What follows belongs to an exercise in optimizing a design on an open flow for small area and a short achievable clock period; a production flow would make more cautious choices. Where RTL was checked, it was by simulation tests only, not by an equivalence proof against the original.

==> job 726: inputs <==
Design sgbm_bt_cost_top, start of the top module:
module sgbm_bt_cost_top (
    input  logic        clk,
    input  logic        rst,
    input  logic        i_row_start,
    input  logic [7:0]  i_width,
    input  logic [23:0] i_left,
    input  logic [23:0] i_right,
    output logic [63:0] o_cost,
    output logic        o_valid,
    output logic        o_row_done
);
    logic              run;
    logic signed [8:0] rem;
    logic [3:0]        u;
    logic              b_pix;    
    logic              b_grad;   
    logic run_d;
    logic row_done_q;    
    always_comb begin
        if (rst)       run_d = 1'b0;
        else if (!run) run_d = i_row_start;
        else           run_d = (rem != -9'sd5);
    end
    always_ff @(posedge clk) begin
        run        <= run_d;
        row_done_q <= !run_d;
        if (rst) o_valid <= 1'b0;
        else     o_valid <= run && (u >= 4'd12) && (rem >= -9'sd4);
    end
    always_ff @(posedge clk) begin
        if (!run) begin
            rem <= $signed({1'b0, i_width});
            u   <= '0;
        end else begin
            rem <= rem - 9'sd1;
            if (u != 4'd15) u <= u + 4'd1;
        end
    end
    assign o_row_done = row_done_q;
    assign b_pix  = !run || (u == 4'd0) || (rem <= 9'sd1);
    always_ff @(posedge clk) begin
        b_grad <= !run || (u <= 4'd1) || (rem <= 9'sd0);
    end
    logic [9:0]  ls_a, ls_b, rs_a, rs_b;
    logic [10:0] le, re;
    logic [9:0]  ls_new, rs_new;
    logic [10:0] le_new, re_new;
    logic [7:0]  lp [0:3];
    logic [7:0]  rp [0:9];
    logic [6:0]  lg [0:1];
    logic [6:0]  rg [0:7];
    logic [6:0]  lg_new, rg_new;    
    bt_front u_lfront (.col(i_left),  .s_prev2(ls_b), .s(ls_new), .e(le_new));
    bt_front u_rfront (.col(i_right), .s_prev2(rs_b), .s(rs_new), .e(re_new));
    function automatic logic [6:0] grad_of(input logic [10:0] e);
        if (!e[10] && (e[9:6] != 4'd0 || e[5:0] == 6'h3f)) grad_of = 7'd126;
        else if (e[10] && e[9:6] != 4'hf)                 grad_of = 7'd0;
        else                                              grad_of = {~e[6], e[5:0]};
    endfunction
    assign lg_new = b_grad ? 7'd63 : grad_of(le);
    assign rg_new = b_grad ? 7'd63 : grad_of(re);
    always_ff @(posedge clk) begin
        ls_a <= ls_new; ls_b <= ls_a;
        rs_a <= rs_new; rs_b <= rs_a;
  ...
==> module bt_front, before the edit <==
module bt_front (
    input  logic [23:0] col,
    input  logic [9:0]  s_prev2,
    output logic [9:0]  s,
    output logic [10:0] e
);
    logic [9:0]  a, b, c2;
    logic [9:0]  t1, g1;
    logic [9:0]  x0, y0;
    logic [10:0] nz, t2, g2, ex, ey;
    logic        s_co, e_co;
    assign a  = {2'b0, col[23:16]};
    assign c2 = {1'b0, col[15:8], 1'b0};
    assign b  = {2'b0, col[7:0]};
    bt_pg #(.W(8), .SUB(1'b0)) u_pg1 (.a(a[7:0]), .b(b[7:0]), .p(t1[7:0]), .g(g1[7:0]));
    assign t1[9:8] = 2'b0;
    assign g1[9:8] = 2'b0;
    assign x0 = t1 ^ c2;
    assign y0 = {g1[8:0] | (t1[8:0] & c2[8:0]), 1'b0};
    assign nz = ~{1'b0, s_prev2};
    bt_pg #(.W(10), .SUB(1'b0)) u_pg2 (.a(x0), .b(y0), .p(t2[9:0]), .g(g2[9:0]));
    assign t2[10] = 1'b0;
    assign g2[10] = 1'b0;
    assign ex = t2 ^ nz;
    assign ey = {g2[9:0] | (t2[9:0] & nz[9:0]), 1'b0};
    bt_add #(.W(10), .SUB(1'b0), .CI(1'b0)) u_s (.a(x0), .b(y0), .s(s), .co(s_co));
    bt_add #(.W(11), .SUB(1'b0), .CI(1'b0)) u_e (.a(ex), .b(ey), .s(e), .co(e_co));
endmodule
export LEC_CHECK = 0
export CAP_MARGIN = 20
export CORE_MARGIN = 2
export CORE_UTILIZATION = 40
export SETUP_SLACK_MARGIN = 4.75
export SLEW_MARGIN = 20
export SYNTH_HIERARCHICAL = 1
create_clock -name core_clock -period 8.0 [get_ports {clk}]
standard.sh (not shown) runs the stock make flow with config.mk's settings and CLKGATE_MAP_FILE= SYNTH_SCRIPT=/design/flow/synth_recipe.tcl, a recipe that flattens the netlist after the stock synthesis.
==> flow/flow/run.sh <==
#!/bin/bash
# Layout with the standard flow (standard.sh: unchanged synthesis and
# steps). The one change: the port buffers are buf_4 instead of the default
# pick (a slow delay buffer), so the input and output paths lose less time.
set -euo pipefail
export BUFFER_PORTS_ARGS="-buffer_cell sky130_fd_sc_hd__buf_4"
bash standard.sh > standard.log 2>&1
==> inputs of job 9997, as changes to job 726 <==
--- a/flow/design.v
+++ b/flow/design.v
@@ -291,29 +291,24 @@
 endmodule
 module bt_front (
     input  logic [23:0] col,
     input  logic [9:0]  s_prev2,
     output logic [9:0]  s,
     output logic [10:0] e
 );
+    logic [9:0]  x0, y0, x1, y1;
+    logic [10:0] ex, ey, nz;
     logic [9:0]  a, b, c2;
-    logic [9:0]  t1, g1;
-    logic [9:0]  x0, y0;
-    logic [10:0] nz, t2, g2, ex, ey;
+    logic [10:0] s_full;
     logic        s_co, e_co;
     assign a  = {2'b0, col[23:16]};
     assign c2 = {1'b0, col[15:8], 1'b0};
     assign b  = {2'b0, col[7:0]};
-    bt_pg #(.W(8), .SUB(1'b0)) u_pg1 (.a(a[7:0]), .b(b[7:0]), .p(t1[7:0]), .g(g1[7:0]));
-    assign t1[9:8] = 2'b0;
-    assign g1[9:8] = 2'b0;
-    assign x0 = t1 ^ c2;
-    assign y0 = {g1[8:0] | (t1[8:0] & c2[8:0]), 1'b0};
+    assign x0 = a ^ c2 ^ b;
+    assign y0 = {((a[8:0] & c2[8:0]) | (a[8:0] & b[8:0]) | (c2[8:0] & b[8:0])), 1'b0};
     assign nz = ~{1'b0, s_prev2};
-    bt_pg #(.W(10), .SUB(1'b0)) u_pg2 (.a(x0), .b(y0), .p(t2[9:0]), .g(g2[9:0]));
-    assign t2[10] = 1'b0;
-    assign g2[10] = 1'b0;
-    assign ex = t2 ^ nz;
-    assign ey = {g2[9:0] | (t2[9:0] & nz[9:0]), 1'b0};
+    assign ex = {1'b0, x0} ^ {1'b0, y0} ^ nz;
+    assign ey = {(({1'b0, x0[9:0]} & {1'b0, y0[9:0]}) | ({1'b0, x0[9:0]} & nz[10:0]) |
+                  ({1'b0, y0[9:0]} & nz[10:0]))} << 1;
     bt_add #(.W(10), .SUB(1'b0), .CI(1'b0)) u_s (.a(x0), .b(y0), .s(s), .co(s_co));
     bt_add #(.W(11), .SUB(1'b0), .CI(1'b0)) u_e (.a(ex), .b(ey), .s(e), .co(e_co));
 endmodule
- CORE_UTILIZATION: 40 -> 55
==> inputs of job 3511, as changes to job 726 <==
--- a/flow/design.v
+++ b/flow/design.v
@@ -88,37 +88,37 @@
     output logic        o_row_done
 );
     logic              run;
     logic signed [8:0] rem;
     logic [3:0]        u;
     logic              b_pix;    
     logic              b_grad;   
-    logic run_d;
-    logic row_done_q;    
-    always_comb begin
-        if (rst)       run_d = 1'b0;
-        else if (!run) run_d = i_row_start;
-        else           run_d = (rem != -9'sd5);
-    end
     always_ff @(posedge clk) begin
-        run        <= run_d;
-        row_done_q <= !run_d;
-        if (rst) o_valid <= 1'b0;
-        else     o_valid <= run && (u >= 4'd12) && (rem >= -9'sd4);
+        if (rst) begin
+            run     <= 1'b0;
+            o_valid <= 1'b0;
+        end else begin
+            if (!run) begin
+                run <= i_row_start;
+            end else if (rem == -9'sd5) begin
+                run <= 1'b0;
+            end
+            o_valid <= run && (u >= 4'd12) && (rem >= -9'sd4);
+        end
     end
     always_ff @(posedge clk) begin
         if (!run) begin
             rem <= $signed({1'b0, i_width});
             u   <= '0;
         end else begin
             rem <= rem - 9'sd1;
             if (u != 4'd15) u <= u + 4'd1;
         end
     end
-    assign o_row_done = row_done_q;
+    assign o_row_done = !run;
     assign b_pix  = !run || (u == 4'd0) || (rem <= 9'sd1);
     always_ff @(posedge clk) begin
         b_grad <= !run || (u <= 4'd1) || (rem <= 9'sd0);
     end
     logic [9:0]  ls_a, ls_b, rs_a, rs_b;
     logic [10:0] le, re;
     logic [9:0]  ls_new, rs_new;
@@ -147,45 +147,42 @@
         for (int k = 1; k < 4; k++)  lp[k] <= lp[k-1];
         for (int k = 1; k < 10; k++) rp[k] <= rp[k-1];
         lg[0] <= lg_new;
         rg[0] <= rg_new;
         lg[1] <= lg[0];
         for (int k = 1; k < 8; k++) rg[k] <= rg[k-1];
     end
+    function automatic logic [14:0] ud_pix_r(input logic [7:0] l, input logic [7:0] c,
+                                             input logic [7:0] r);
+        logic [8:0] el, er, emax, emin;
+        el   = {1'b0, l} - {1'b0, c};
+        er   = {1'b0, r} - {1'b0, c};
+        emax = (l < r) ? er : el;
+        emin = (l < r) ? el : er;
+        ud_pix_r = {emax[8] ? 7'd0 : emax[7:1], emin[8] ? ~emin[8:1] : 8'hff};
+    endfunction
+    function automatic logic [16:0] ud_pix_l(input logic [7:0] l, input logic [7:0] c,
+                                             input logic [7:0] r);
+        logic [9:0] c1, fl, fr, gl, gr, f, g;
+        c1 = {2'b0, c} + 10'd1;
+        fl = c1 - {2'b0, l};
+        fr = c1 - {2'b0, r};
+        gl = {2'b0, l} + ~c1;
+        gr = {2'b0, r} + ~c1;
+        f  = (l < r) ? fl : fr;
+        g  = (l < r) ? gr : gl;
+        ud_pix_l = {f[9] ? 9'd0 : f[9:1], g[9] ? 8'hff : g[8:1]};
+    endfunction
     logic [14:0] udp_r_new;
     logic [12:0] udg_r_new;
     logic [16:0] udp_l_new;
     logic [13:0] udg_l_new;
-    logic [8:0] lp_c1;
     always_ff @(posedge clk) begin
-        lp_c1 <= {1'b0, lp[0]} + 9'd1;
-    end
-    logic [7:0] rp_el, rp_er;
-    logic       rp_el_c, rp_er_c, rp_lr_c;
-    bt_add #(.W(8), .SUB(1'b0), .CI(1'b1)) u_rp_el (.a(rp[2]), .b(~rp[1]), .s(rp_el), .co(rp_el_c));
-    bt_add #(.W(8), .SUB(1'b0), .CI(1'b1)) u_rp_er (.a(rp[0]), .b(~rp[1]), .s(rp_er), .co(rp_er_c));
-    bt_add #(.W(8), .SUB(1'b0), .CI(1'b1), .SUM(1'b0)) u_rp_lr (.a(rp[2]), .b(~rp[0]), .s(), .co(rp_lr_c));
-    logic [8:0] lp_fl, lp_fr, lp_gl, lp_gr;
-    logic       lp_fl_c, lp_fr_c, lp_gl_c, lp_gr_c, lp_lr_c;
-    bt_add #(.W(9), .SUB(1'b0), .CI(1'b1)) u_lp_fl (.a(lp_c1), .b(~{1'b0, lp[2]}), .s(lp_fl), .co(lp_fl_c));
-    bt_add #(.W(9), .SUB(1'b0), .CI(1'b1)) u_lp_fr (.a(lp_c1), .b(~{1'b0, lp[0]}), .s(lp_fr), .co(lp_fr_c));
-    bt_add #(.W(9), .SUB(1'b0), .CI(1'b0)) u_lp_gl (.a({1'b0, lp[2]}), .b(~lp_c1), .s(lp_gl), .co(lp_gl_c));
-    bt_add #(.W(9), .SUB(1'b0), .CI(1'b0)) u_lp_gr (.a({1'b0, lp[0]}), .b(~lp_c1), .s(lp_gr), .co(lp_gr_c));
-    bt_add #(.W(8), .SUB(1'b0), .CI(1'b1), .SUM(1'b0)) u_lp_lr (.a(lp[2]), .b(~lp[0]), .s(), .co(lp_lr_c));
-    always_ff @(posedge clk) begin
-        logic [8:0] el, er, emax, emin;
-        logic [9:0] f, g;
-        el   = {~rp_el_c, rp_el};
-        er   = {~rp_er_c, rp_er};
-        emax = !rp_lr_c ? er : el;
-        emin = !rp_lr_c ? el : er;
-        udp_r_new <= {emax[8] ? 7'd0 : emax[7:1], emin[8] ? ~emin[8:1] : 8'hff};
-        f = !lp_lr_c ? {~lp_fl_c, lp_fl} : {~lp_fr_c, lp_fr};
-        g = !lp_lr_c ? {~lp_gr_c, lp_gr} : {~lp_gl_c, lp_gl};
-        udp_l_new <= {f[9] ? 9'd0 : f[9:1], g[9] ? 8'hff : g[8:1]};
+        udp_r_new <= ud_pix_r(rp[2], rp[1], rp[0]);
+        udp_l_new <= ud_pix_l(lp[2], lp[1], lp[0]);
     end
     logic [7:0] rg_el;
     logic [6:0] rg_er;
     logic       rg_er_c, rg_lr_c;
     assign rg_el = {1'b0, rg[1]} - {1'b0, rg[0]};
     bt_add #(.W(7), .SUB(1'b0), .CI(1'b1)) u_rg_er (.a(rg_new), .b(~rg[0]), .s(rg_er), .co(rg_er_c));
     bt_add #(.W(7), .SUB(1'b0), .CI(1'b1), .SUM(1'b0)) u_rg_lr (.a(rg[1]), .b(~rg_new), .s(), .co(rg_lr_c));
@@ -236,27 +233,28 @@
             ng[d] <= tg[7];
             dg[d] <= tg[6:0] ^ {7{tg[7]}};
         end
     end
     logic [6:0] rp_q [0:7];    
     logic [7:0] rg_q [0:7];    
     for (genvar d = 0; d < 8; d++) begin : g_disp
-        logic [8:0]  tp;
-        logic        pos_ge, neg_ge;
+        logic [8:0] tp;
+        logic [8:0] a1, b1;
+        logic       b1_ge_a1;
         logic [14:0] ud_r1;
         assign tp    = {1'b0, lp[2]} - {1'b0, rp[2+d]};
         assign ud_r1 = (d == 0) ? udp_r_new : udp_r[(d == 0) ? 0 : d-1];
-        bt_add #(.W(9), .SUB(1'b0), .CI(1'b1), .SUM(1'b0)) u_cpp (
-            .a(udp_l_new[16:8]), .b(~{2'b0, ud_r1[14:8]}), .s(), .co(pos_ge));
-        bt_add #(.W(8), .SUB(1'b0), .CI(1'b1), .SUM(1'b0)) u_cpn (
-            .a({~udp_l_new[7], udp_l_new[6:0]}), .b({ud_r1[7], ~ud_r1[6:0]}), .s(), .co(neg_ge));
+        assign a1 = tp[8] ? {ud_r1[7], ud_r1[7:0]} : {2'b0, ud_r1[14:8]};
+        assign b1 = tp[8] ? {udp_l_new[7], udp_l_new[7:0]} : udp_l_new[16:8];
+        bt_add #(.W(9), .SUB(1'b0), .CI(1'b1), .SUM(1'b0)) u_cp (
+            .a({~b1[8], b1[7:0]}), .b({a1[8], ~a1[7:0]}), .s(), .co(b1_ge_a1));
         always_ff @(posedge clk) begin
             np[d] <= tp[8];
             dp[d] <= tp[7:0] ^ {8{tp[8]}};
-            sp[d] <= tp[8] ? neg_ge : pos_ge;
+            sp[d] <= b1_ge_a1;
         end
         logic [8:0] mp;
         logic [7:0] rpv;
         logic       rpv_c;
         always_comb begin
             case ({np[d], sp[d]})
                 2'b00:   mp = {2'b0, udp_r[d][14:8]};       
@@ -291,29 +289,24 @@
 endmodule
 module bt_front (
     input  logic [23:0] col,
     input  logic [9:0]  s_prev2,
     output logic [9:0]  s,
     output logic [10:0] e
 );
+    logic [9:0]  x0, y0, x1, y1;
+    logic [10:0] ex, ey, nz;
     logic [9:0]  a, b, c2;
-    logic [9:0]  t1, g1;
-    logic [9:0]  x0, y0;
-    logic [10:0] nz, t2, g2, ex, ey;
+    logic [10:0] s_full;
     logic        s_co, e_co;
     assign a  = {2'b0, col[23:16]};
     assign c2 = {1'b0, col[15:8], 1'b0};
     assign b  = {2'b0, col[7:0]};
-    bt_pg #(.W(8), .SUB(1'b0)) u_pg1 (.a(a[7:0]), .b(b[7:0]), .p(t1[7:0]), .g(g1[7:0]));
-    assign t1[9:8] = 2'b0;
-    assign g1[9:8] = 2'b0;
-    assign x0 = t1 ^ c2;
-    assign y0 = {g1[8:0] | (t1[8:0] & c2[8:0]), 1'b0};
+    assign x0 = a ^ c2 ^ b;
+    assign y0 = {((a[8:0] & c2[8:0]) | (a[8:0] & b[8:0]) | (c2[8:0] & b[8:0])), 1'b0};
     assign nz = ~{1'b0, s_prev2};
-    bt_pg #(.W(10), .SUB(1'b0)) u_pg2 (.a(x0), .b(y0), .p(t2[9:0]), .g(g2[9:0]));
-    assign t2[10] = 1'b0;
-    assign g2[10] = 1'b0;
-    assign ex = t2 ^ nz;
-    assign ey = {g2[9:0] | (t2[9:0] & nz[9:0]), 1'b0};
+    assign ex = {1'b0, x0} ^ {1'b0, y0} ^ nz;
+    assign ey = {(({1'b0, x0[9:0]} & {1'b0, y0[9:0]}) | ({1'b0, x0[9:0]} & nz[10:0]) |
+                  ({1'b0, y0[9:0]} & nz[10:0]))} << 1;
     bt_add #(.W(10), .SUB(1'b0), .CI(1'b0)) u_s (.a(x0), .b(y0), .s(s), .co(s_co));
     bt_add #(.W(11), .SUB(1'b0), .CI(1'b0)) u_e (.a(ex), .b(ey), .s(e), .co(e_co));
 endmodule
==> flow/run.sh (new file) <==
#!/bin/bash
# synth_recipe.tcl (not shown) runs the flow's synth.tcl, then flattens the netlist and writes it again
# the make line also repeats each setting of config.mk as NAME=value (left out here)
make -C /OpenROAD-flow-scripts/flow DESIGN_CONFIG=/design/flow/config.mk WORK_HOME=/design/flow/orfs CLKGATE_MAP_FILE= SYNTH_SCRIPT=/design/flow/synth_recipe.tcl finish
- CORE_UTILIZATION: 40 -> 65
- CTS_BUF_LIST: default -> sky130_fd_sc_hd__clkbuf_8
- SETUP_SLACK_MARGIN: 4.75 -> 4.5
removed: flow/flow/run.sh
removed: flow/standard.sh
==> inputs of job 122, as changes to job 726 <==
--- a/flow/design.v
+++ b/flow/design.v
@@ -291,29 +291,24 @@
 endmodule
 module bt_front (
     input  logic [23:0] col,
     input  logic [9:0]  s_prev2,
     output logic [9:0]  s,
     output logic [10:0] e
 );
+    logic [9:0]  x0, y0, x1, y1;
+    logic [10:0] ex, ey, nz;
     logic [9:0]  a, b, c2;
-    logic [9:0]  t1, g1;
-    logic [9:0]  x0, y0;
-    logic [10:0] nz, t2, g2, ex, ey;
+    logic [10:0] s_full;
     logic        s_co, e_co;
     assign a  = {2'b0, col[23:16]};
     assign c2 = {1'b0, col[15:8], 1'b0};
     assign b  = {2'b0, col[7:0]};
-    bt_pg #(.W(8), .SUB(1'b0)) u_pg1 (.a(a[7:0]), .b(b[7:0]), .p(t1[7:0]), .g(g1[7:0]));
-    assign t1[9:8] = 2'b0;
-    assign g1[9:8] = 2'b0;
-    assign x0 = t1 ^ c2;
-    assign y0 = {g1[8:0] | (t1[8:0] & c2[8:0]), 1'b0};
+    assign x0 = a ^ c2 ^ b;
+    assign y0 = {((a[8:0] & c2[8:0]) | (a[8:0] & b[8:0]) | (c2[8:0] & b[8:0])), 1'b0};
     assign nz = ~{1'b0, s_prev2};
-    bt_pg #(.W(10), .SUB(1'b0)) u_pg2 (.a(x0), .b(y0), .p(t2[9:0]), .g(g2[9:0]));
-    assign t2[10] = 1'b0;
-    assign g2[10] = 1'b0;
-    assign ex = t2 ^ nz;
-    assign ey = {g2[9:0] | (t2[9:0] & nz[9:0]), 1'b0};
+    assign ex = {1'b0, x0} ^ {1'b0, y0} ^ nz;
+    assign ey = {(({1'b0, x0[9:0]} & {1'b0, y0[9:0]}) | ({1'b0, x0[9:0]} & nz[10:0]) |
+                  ({1'b0, y0[9:0]} & nz[10:0]))} << 1;
     bt_add #(.W(10), .SUB(1'b0), .CI(1'b0)) u_s (.a(x0), .b(y0), .s(s), .co(s_co));
     bt_add #(.W(11), .SUB(1'b0), .CI(1'b0)) u_e (.a(ex), .b(ey), .s(e), .co(e_co));
 endmodule
- SETUP_SLACK_MARGIN: 4.75 -> 5.0
==> run notes <==
Result of the run: job 122 complete, no violations; job 3511 complete, no violations; job 726 complete, no violations; job 9997 complete, no violations
Cells on worst reg2reg path: job 122 15; job 3511 17; job 726 15; job 9997 6
Non-clock inverter total of the final layout: job 122 682; job 3511 557; job 726 636; job 9997 682
Capture point of the critical path: job 122 re[7]; job 3511 sp[0]; job 726 le[10]; job 9997 re[9]
Transition time at the pin with the least slew margin: job 122 0.962 ns; job 3511 0.952 ns; job 726 0.953 ns; job 9997 0.931 ns
Period Utilization, post-route: job 122 41.7%; job 3511 44.6%; job 726 43.9%; job 9997 40.9%
Share of cells above drive strength 1: job 122 17.2%; job 3511 17.4%; job 726 15.1%; job 9997 15.3%
Combined area of the multi-input logic cells: job 122 33500 um2; job 3511 31400 um2; job 726 33600 um2; job 9997 33100 um2
Detailed-route wire length on metal 1: job 122 61.4 mm; job 3511 54.3 mm; job 726 60.8 mm; job 9997 60.8 mm
Final RePlAce weighted congestion: job 122 0.862; job 3511 0.920; job 726 0.878; job 9997 0.873
Cell Count, Final, Fillers Out: job 122 7608; job 3511 6490; job 726 7518; job 9997 7061
Initial Utilization: job 122 40.2%; job 3511 65.8%; job 726 40.2%; job 9997 55.5%
The RTL of job 726 and job 3511 was laid out without a check of its function.

-- separate check: timing with driven ports --
The results above use ideal ports. As a check the final layouts listed here were re-extracted and re-timed, cells and wires unchanged.
Step 1 (the two cells are an assumption about what drives the block):
set clk [get_ports {clk}]
set_driving_cell -lib_cell sky130_fd_sc_hd__clkbuf_16 $clk
set_driving_cell -lib_cell sky130_fd_sc_hd__buf_2 [delete_from_list [all_inputs] $clk]
Step 2, shift: input delay + t, output delay - t, t = (earliest + latest rising clock arrival at the registers) / 2. This alone moves slack from input paths to output paths.
Slacks: no drivers / after step 1 / after step 2; pairs: no drivers / after step 1.
| run | t, ns | slack for setup (ns) | clock arrival spread, ns |
|---|---|---|---|
| job 726 | 0.761 | 4.489 / 4.540 / 3.779 | 0.029 / 0.028 |
| job 9997 | 0.736 | 4.728 / 4.755 / 4.020 | 0.022 / 0.023 |
| job 3511 | 0.851 | 4.436 / 4.436 / 3.754 | 0.042 / 0.041 |
| job 122 | 0.757 | 4.661 / 4.688 / 3.931 | 0.026 / 0.026 |
After both steps setup and hold are still met in every run listed. The setup slack of job 122, which loses most, moves by +0.027 ns with the drivers and by -0.730 ns with both steps.
